What follows belongs to an exercise in optimizing a design on an open flow for small area; a production flow would make more cautious choices. Only simulation tests tie the RTL to the original design; equivalence was not proved. Power is estimated from default activity; no workload was simulated.

$ cat flow/design.v
`timescale 1ns/1ps
`default_nettype none
module fft_dit_top (
   input  logic        clk,
   input  logic        rst_n,
   input  logic [23:0] in_x,
   input  logic        in_nd,
   output logic [23:0] out_x,
   output logic        out_nd,
   output logic        overflow
);
   localparam logic [2:0] S_IDLE = 3'd0;
   localparam logic [2:0] S_LOAD = 3'd1;
   localparam logic [2:0] S_CAP  = 3'd2;
   localparam logic [2:0] S_W1   = 3'd3;
   localparam logic [2:0] S_W2   = 3'd4;
   localparam logic [2:0] S_OUT  = 3'd5;
   localparam logic [10:0] C946  = 11'd946;
   localparam logic [10:0] C724  = 11'd724;
   localparam logic [10:0] C392  = 11'd392;
   localparam logic [10:0] C1024 = 11'd1024;
   logic [23:0] r [16];
   logic [3:0]  ph;
   logic [2:0]  state;
   logic [4:0]  bf;           
   logic [23:0] bq;           
   logic [13:0] p_re, p_im;   
   logic        f_re, f_im;   
   logic [3:0]  j;            
   logic        h;            
   logic        mac;          
   logic        first;        
   logic [1:0]  stg;
   logic [2:0]  m;
   logic [3:0]  sl, sh, tgt;
   logic [2:0]  k;
   logic        hit;
   assign stg = bf[4:3];
   assign m   = bf[2:0];
   always_comb
   begin
      case (stg)
         2'd0:    begin sl = {1'b0, m};             k = 3'd0; end
         2'd1:    begin sl = {m[2], 1'b0, m[1:0]};  k = {m[2], 2'b00}; end
         2'd2:    begin sl = {m[2:1], 1'b0, m[0]};  k = {m[1], m[2], 1'b0}; end
         default: begin sl = {m, 1'b0};             k = {m[0], m[1], m[2]}; end
      endcase
      case (stg)
         2'd0:    sh = sl | 4'd8;
         2'd1:    sh = sl | 4'd4;
         2'd2:    sh = sl | 4'd2;
         default: sh = sl | 4'd1;
      endcase
   end
   always_comb
   begin
      if (state == S_W1)
         tgt = sl;
      else if (state == S_OUT)
         tgt = {bf[0], bf[1], bf[2], bf[3]};
      else
         tgt = sh;
   end
   assign hit = (ph == tgt);
   logic [10:0] cmag, smag;
   logic [3:0]  jstart;
   always_comb
   begin
      case (k)
         3'd0:    begin cmag = C1024; smag = 11'd0; jstart = 4'd10; end
         3'd4:    begin cmag = 11'd0; smag = C1024; jstart = 4'd10; end
         3'd1, 3'd7: begin cmag = C946; smag = C392; jstart = 4'd1; end
         3'd3, 3'd5: begin cmag = C392; smag = C946; jstart = 4'd1; end
         default: begin cmag = C724;  smag = C724;  jstart = 4'd2; end
      endcase
   end
   logic cj, sj, both, use_a, use_b, shift_step, last_step;
   assign cj    = cmag[j];
   assign sj    = smag[j];
   assign both  = cj & sj;
   assign use_a = cj & ~(both & h);
   assign use_b = sj & ~(both & ~h);
   assign shift_step = (j != 4'd10) & ~(both & ~h);
   assign last_step  = (j == 4'd10) | ((j == 4'd9) & ~(both & ~h));
   logic        do_mac, do_w1, do_w2, do_w;
   logic        neg_re, neg_im;
   logic [11:0] y_re, y_im;
   logic [13:0] x_re, x_im, s_re, s_im;
   logic        g_re, g_im, cin;
   assign do_mac = mac;
   assign do_w1  = (state == S_W1) && hit && !mac;
   assign do_w2  = (state == S_W2) && hit;
   assign do_w   = do_w1 | do_w2;
   always_comb
   begin
      neg_re = 1'b0;
      neg_im = 1'b0;
      y_re   = '0;
      y_im   = '0;
      if (do_mac)
      begin
         if (use_a)
         begin
            y_re   = bq[11:0];
            y_im   = bq[23:12];
            neg_re = (k >= 3'd5);
            neg_im = (k >= 3'd5);
         end
         else if (use_b)
         begin
            y_re   = bq[23:12];
            y_im   = bq[11:0];
            neg_im = 1'b1;
         end
      end
      else if (do_w1)
      begin
         y_re = r[0][11:0];
         y_im = r[0][23:12];
      end
      else
      begin
         y_re   = bq[11:0];
         y_im   = bq[23:12];
         neg_re = 1'b1;
         neg_im = 1'b1;
      end
   end
   assign cin  = ~do_mac & do_w2;
   assign g_re = ((first & do_mac) ? 1'b0 : f_re) ^ neg_re;
   assign g_im = ((first & do_mac) ? 1'b0 : f_im) ^ neg_im;
   assign x_re = ((first & do_mac) ? 14'd0 : p_re) ^ {14{g_re}};
   assign x_im = ((first & do_mac) ? 14'd0 : p_im) ^ {14{g_im}};
   assign s_re = x_re + {{2{y_re[11]}}, y_re} + {13'd0, cin};
   assign s_im = x_im + {{2{y_im[11]}}, y_im} + {13'd0, cin};
   always_ff @(posedge clk)
   begin
      if (do_mac)
      begin
         p_re <= shift_step ? {s_re[13], s_re[13:1]} : s_re;
         p_im <= shift_step ? {s_im[13], s_im[13:1]} : s_im;
         f_re <= neg_re;
         f_im <= neg_im;
      end
      if (((state == S_CAP) && hit) || do_w1)
         bq <= r[0];
   end
   logic accept, ready;
   assign ready  = (state == S_IDLE) || ((state == S_OUT) && hit && (bf[3:0] == 4'd15));
   assign accept = in_nd && (ready || (state == S_LOAD));
   always_ff @(posedge clk)
   begin
      for (int i = 0; i < 15; i++)
         r[i] <= r[i+1];
      if (accept)
         r[15] <= in_x;
      else if (do_w)
         r[15] <= {s_im[12:1], s_re[12:1]};
      else
         r[15] <= r[0];
   end
   assign out_x  = r[0];
   assign out_nd = (state == S_OUT) && hit;
   always_ff @(posedge clk or negedge rst_n)
   begin
      if (!rst_n)
      begin
         state    <= S_IDLE;
         ph       <= '0;
         bf       <= '0;
         j        <= '0;
         h        <= 1'b0;
         mac      <= 1'b0;
         first    <= 1'b0;
         overflow <= 1'b0;
      end
      else
      begin
         ph <= (ready && in_nd) ? 4'd1 : ph + 4'd1;
         if (in_nd && !(ready || (state == S_LOAD)))
            overflow <= 1'b1;
         if (do_mac)
         begin
            first <= 1'b0;
            if (last_step)
               mac <= 1'b0;
            if (both & ~h)
               h <= 1'b1;
            else
            begin
               h <= 1'b0;
               j <= j + 4'd1;
            end
         end
         case (state)
            S_IDLE:
               if (in_nd)
                  state <= S_LOAD;
            S_LOAD:
               if (ph == 4'd15)
               begin
                  state <= S_CAP;
                  bf    <= '0;
               end
            S_CAP:
               if (hit)
               begin
                  state <= S_W1;
                  mac   <= 1'b1;
                  first <= 1'b1;
                  j     <= jstart;
                  h     <= 1'b0;
               end
            S_W1:
               if (do_w1)
                  state <= S_W2;
            S_W2:
               if (hit)
               begin
                  bf    <= bf + 5'd1;
                  state <= (bf == 5'd31) ? S_OUT : S_CAP;
               end
            S_OUT:
               if (hit)
               begin
                  bf <= bf + 5'd1;
                  if (bf[3:0] == 4'd15)
                     state <= in_nd ? S_LOAD : S_IDLE;
               end
            default:
               state <= S_IDLE;
         endcase
      end
   end
endmodule
`default_nettype wire
$ cat flow/run.sh
#!/bin/bash
# synth_recipe.tcl (not shown) runs the flow's synth.tcl, then flattens the netlist and writes it again
# the make line also repeats each setting of config.mk as NAME=value (left out here)
make -C /OpenROAD-flow-scripts/flow DESIGN_CONFIG=/design/flow/config.mk WORK_HOME=/design/flow/orfs CLKGATE_MAP_FILE= SYNTH_SCRIPT=/design/flow/synth_recipe.tcl finish
$ cat flow/config.mk
export PLATFORM = sky130hd
export DESIGN_NAME = fft_dit_top
export DESIGN_NICKNAME = fft_dit_top
export VERILOG_FILES = /design/flow/design.v
export SDC_FILE = /design/flow/constraint.sdc
export NUM_CORES = 4
export LEC_CHECK = 0
export CAP_MARGIN = 20
export CORE_MARGIN = 2
export CORE_UTILIZATION = 40
export SLEW_MARGIN = 20
$ cat flow/constraint.sdc
create_clock -name core_clock -period 10.0 [get_ports {clk}]
set_input_delay 2.0000 -clock core_clock [delete_from_list [all_inputs] [get_ports {clk}]]
set_output_delay 2.0000 -clock core_clock [all_outputs]
set_load 0.01 [all_outputs]
==> results.toml <==
[die]
die_w_um = 192.8
pin_count = 53
start_util_pct = 40.40
core_um2 = 35310
num_rows = 69
fp.dieArea_um2 = 37190
die-height_um = 192.8

[pwr]
pwr-share-seq_pct = 43.7
ir_drop_mv = 0.2172
finalPower_mw = 7.158
switching_share_pct = 31.19
power_switching_mw = 2.232
internal_power_mw = 4.925
pwr-share-clk_pct = 24.7
power_density_nw_per_um2 = 424.1
p_leak_nw = 6.645
combPwrFrac_pct = 31.6

[cts]
cts-buffers-inserted = 46
post_cts_buffers = 0
cts_tree = "built"
cts_root_buffer = "clkbuf_16"
post_cts_resized = 0
cts_hold_buffers = 0
clk_pin_slew_ns = 0.06
clk_path_buf_depth = 3
htree_num_levels = 2
clock_sinks = 458
worstSkewPairLatency_ns = 0.55

[drt]
wl_per_cell_um = 15.31
firstDrtPassIters = 5
finalWirelength_mm = 25.56
viasPerCell = 4.814
drt_iter0_drc = 445
postRouteAntennaNets = 0
drcViolationCount = 0
route.vias.total = 8039

[sta]
setup_viol = 0
worst_pin_slew_ns = 1.011
fmax_ghz = 0.1536
finalCritPeriodShare_pct = 65.09
hold_viol_final = 0
tns_ns = 0
fin_skew_ns = 0.02193
slew_violations = 0
relSlewSlack_pct = 32.59
rsz0062_at_grt = "false"
period_needed_ns = 6.509
setup_ws_ns = 3.491

[cells_and_area]
fin_cells = 1670
fin_area_um2 = 16880
area_growth_pct = 18.32
n_antenna_cell = 0
final_common_cell = "dfxtp_1"
layout-drive-gt1-share_pct = 10.59
n_fill_cell = 3146
final_cell_mix = "384 x dfxtp_1, 85 x nand2_1, 56 x a21oi_1"
fin_nets = 1233

[place]
gp_congestion = 0.8237
dp_cells = 1584
io_buffer_count = 52
dp_slack_ns = 3.461
placed_area_um2 = 15220
hpwl_mm = 16.51

[yosys]
synth_edf_count = 54
async_reset_ff_share_pct = 4.367
synth.distinct_cells = 71
avgSynthCellArea_um2 = 12.84
synth_nets = 1172
synth_flop_cell = "dfxtp_1"
syn_inst = 1111
synth_warnings = 2
yosysSeqAreaShare_pct = 68.77
ys_ff_latch = 458
netlist_area_um2 = 14260

[setup_path]
crit_path_end_kind = "flip-flop"
cp-start-kind = "flip-flop"
cp_max_fo = 28
cp_data_required_time_ns = 10.29
worstSetupPathType = "reg -> reg"
worstPathArrival_ns = 6.79

[hold_path]
min_path_type = "reg -> reg"

[global_routing]
antenna_found_initial = 0
grt.total_usage_pct = 14.18
grt_overflow = 0
grt_max_degree = 50
grt_pass1_vias = 7857
grt_pass1_wl_mm = 41.65

[status]
status = "finished clean"

[job]
timing.max_cap.violations = 0
## synthesized netlist by cell type, types with 23 or more instances
library cell / instances / share of area [%]
dfxtp_1: 384 / 54
nand2_1: 85 / 2.2
a21oi_1: 56 / 2.0
edfxtp_1: 54 / 11
o21ai_0: 54 / 1.9
nor2_1: 49 / 1.3
mux2i_1: 48 / 3.4
xnor2_1: 37 / 2.3
ha_1: 30 / 2.6
clkbuf_1: 23 / 0.61
xor2_1: 23 / 1.4
## worst paths after layout
check / startpoint / end / slack, ns / depth (start not counted)
setup reg to reg: bf[3] / p_im[12] / 3.49 / 21
hold / removal: r[10][12] / r[9][12] / 0.31 / 0
setup / recovery: bf[3] / p_im[12] / 3.49 / 21
hold reg to reg: r[10][12] / r[9][12] / 0.31 / 0
min in group asynchronous: rst_n / overflow / 1.43 / 1
max in group asynchronous: rst_n / mac / 8.20 / 1
## metal layers
metal	part of all wire (%)	up-vias	track usage (%)
li1	-	3981	-
met1	49	3874	19.80
met2	46	142	22.40
met3	3.6	42	2.564
met4	2.0	0	4.316
met5	0	-	0
## power groups by stage
stage               clock (mW)  sequential, mW  combinational [mW]
finish                    1.77            3.13                2.26
global route              1.90            3.22                2.55
CTS                       1.82            3.15                2.27
detailed placement           0            3.18                2.26
global placement             0            3.16                2.22
floorplan                    0            3.05                1.74
## logic make-up (layout without fill, tap and decap cells)
group                      count (synthesis)  after routing  synth area share [%]
and+or+nand+nor                          215            215                 7.412
xor gates and xnor gates                  62             62                 3.965
DFF                                      458            458                 68.77
adders and majority gates                 34             34                 3.193
AOI/OAI and AO/OA                        203            203                 9.333
muxes                                     71             71                 5.263
buffers and inverters                     68            166                 2.070
## cell type report
| type | count | area [µm²] | area share [%] |
|---|---|---|---|
| Tap cell | 461 | 576.8 | 3.417 |
| Inverter | 21 | 78.83 | 0.4670 |
| Clock inverter | 19 | 220.2 | 1.305 |
| Clock buffer | 66 | 1419 | 8.406 |
| Sequential cell | 458 | 9811 | 58.12 |
| Multi-Input combinational cell | 585 | 4178 | 24.75 |
| Timing Repair Buffer | 60 | 595.6 | 3.529 |
## critical path: stages (launching register included)
cell and delay (ns):
dfrtp_1 0.67, or2_1 0.40, o2111a_1 0.25, a211oi_1 0.29, nand4b_1 0.33, nor2_8 0.57, xor2_1 0.19, nor2_1 0.06
a21oi_2 0.76, xor2_1 0.20, fa_1 0.45, a21o_1 0.17, a21oi_1 0.19, nand2b_1 0.15, a21oi_1 0.08, a2111o_1 0.41
a21o_1 0.19, a21o_1 0.19, a21o_1 0.18, a21oi_1 0.17, xnor2_1 0.09, mux2_2 0.26
## metrics by stage
step | utilization, % | hold WS, ns
finish | 47.80 | 0.3143
global placement | 43.10 | 0.3101
CTS | 47.74 | 0.3176
floorplan | - | 0.3096
detailed placement | 43.10 | 0.3121
global route | 47.80 | 0.3233
## sequential cells by signal, indices dropped and copies added, names as in the netlist
signal / count
mac: 1
ph: 4
p_re: 14
p_im: 14
h: 1
r: 384
first: 1
bf: 5
f_re: 1
bq: 24
j: 4
f_im: 1
state: 3
overflow: 1

## port drivers added, routing unchanged
How much do the figures lean on ideal ports? The routed layout below was timed once more, with nothing changed but the port constraints.
Step 1: set_driving_cell puts a clkbuf_16 on clk and a buf_2 on each other input, an assumption about the parent block.
Step 2 adds t to the input delays and takes it off the output delays; t is the mean of the earliest and latest rising clock arrival at the registers after step 1. Input paths then give back, and output paths get back, about the clock's delay inside the block.
a / b / c = no drivers / after step 1 / after step 2; a / b = the first two.
t, ns: 0.585
setup WS [ns]: 3.491 / 3.491 / 3.491
hold WS [ns]: 0.314 / 0.314 / 0.314
worst setup path at the end: register to register
worst register clock-pin slew, ns: 0.07 / 0.07
After both steps this run still meets setup and hold. The setup slack of this run moves by 0.000 ns with the drivers and by 0.000 ns with both steps.
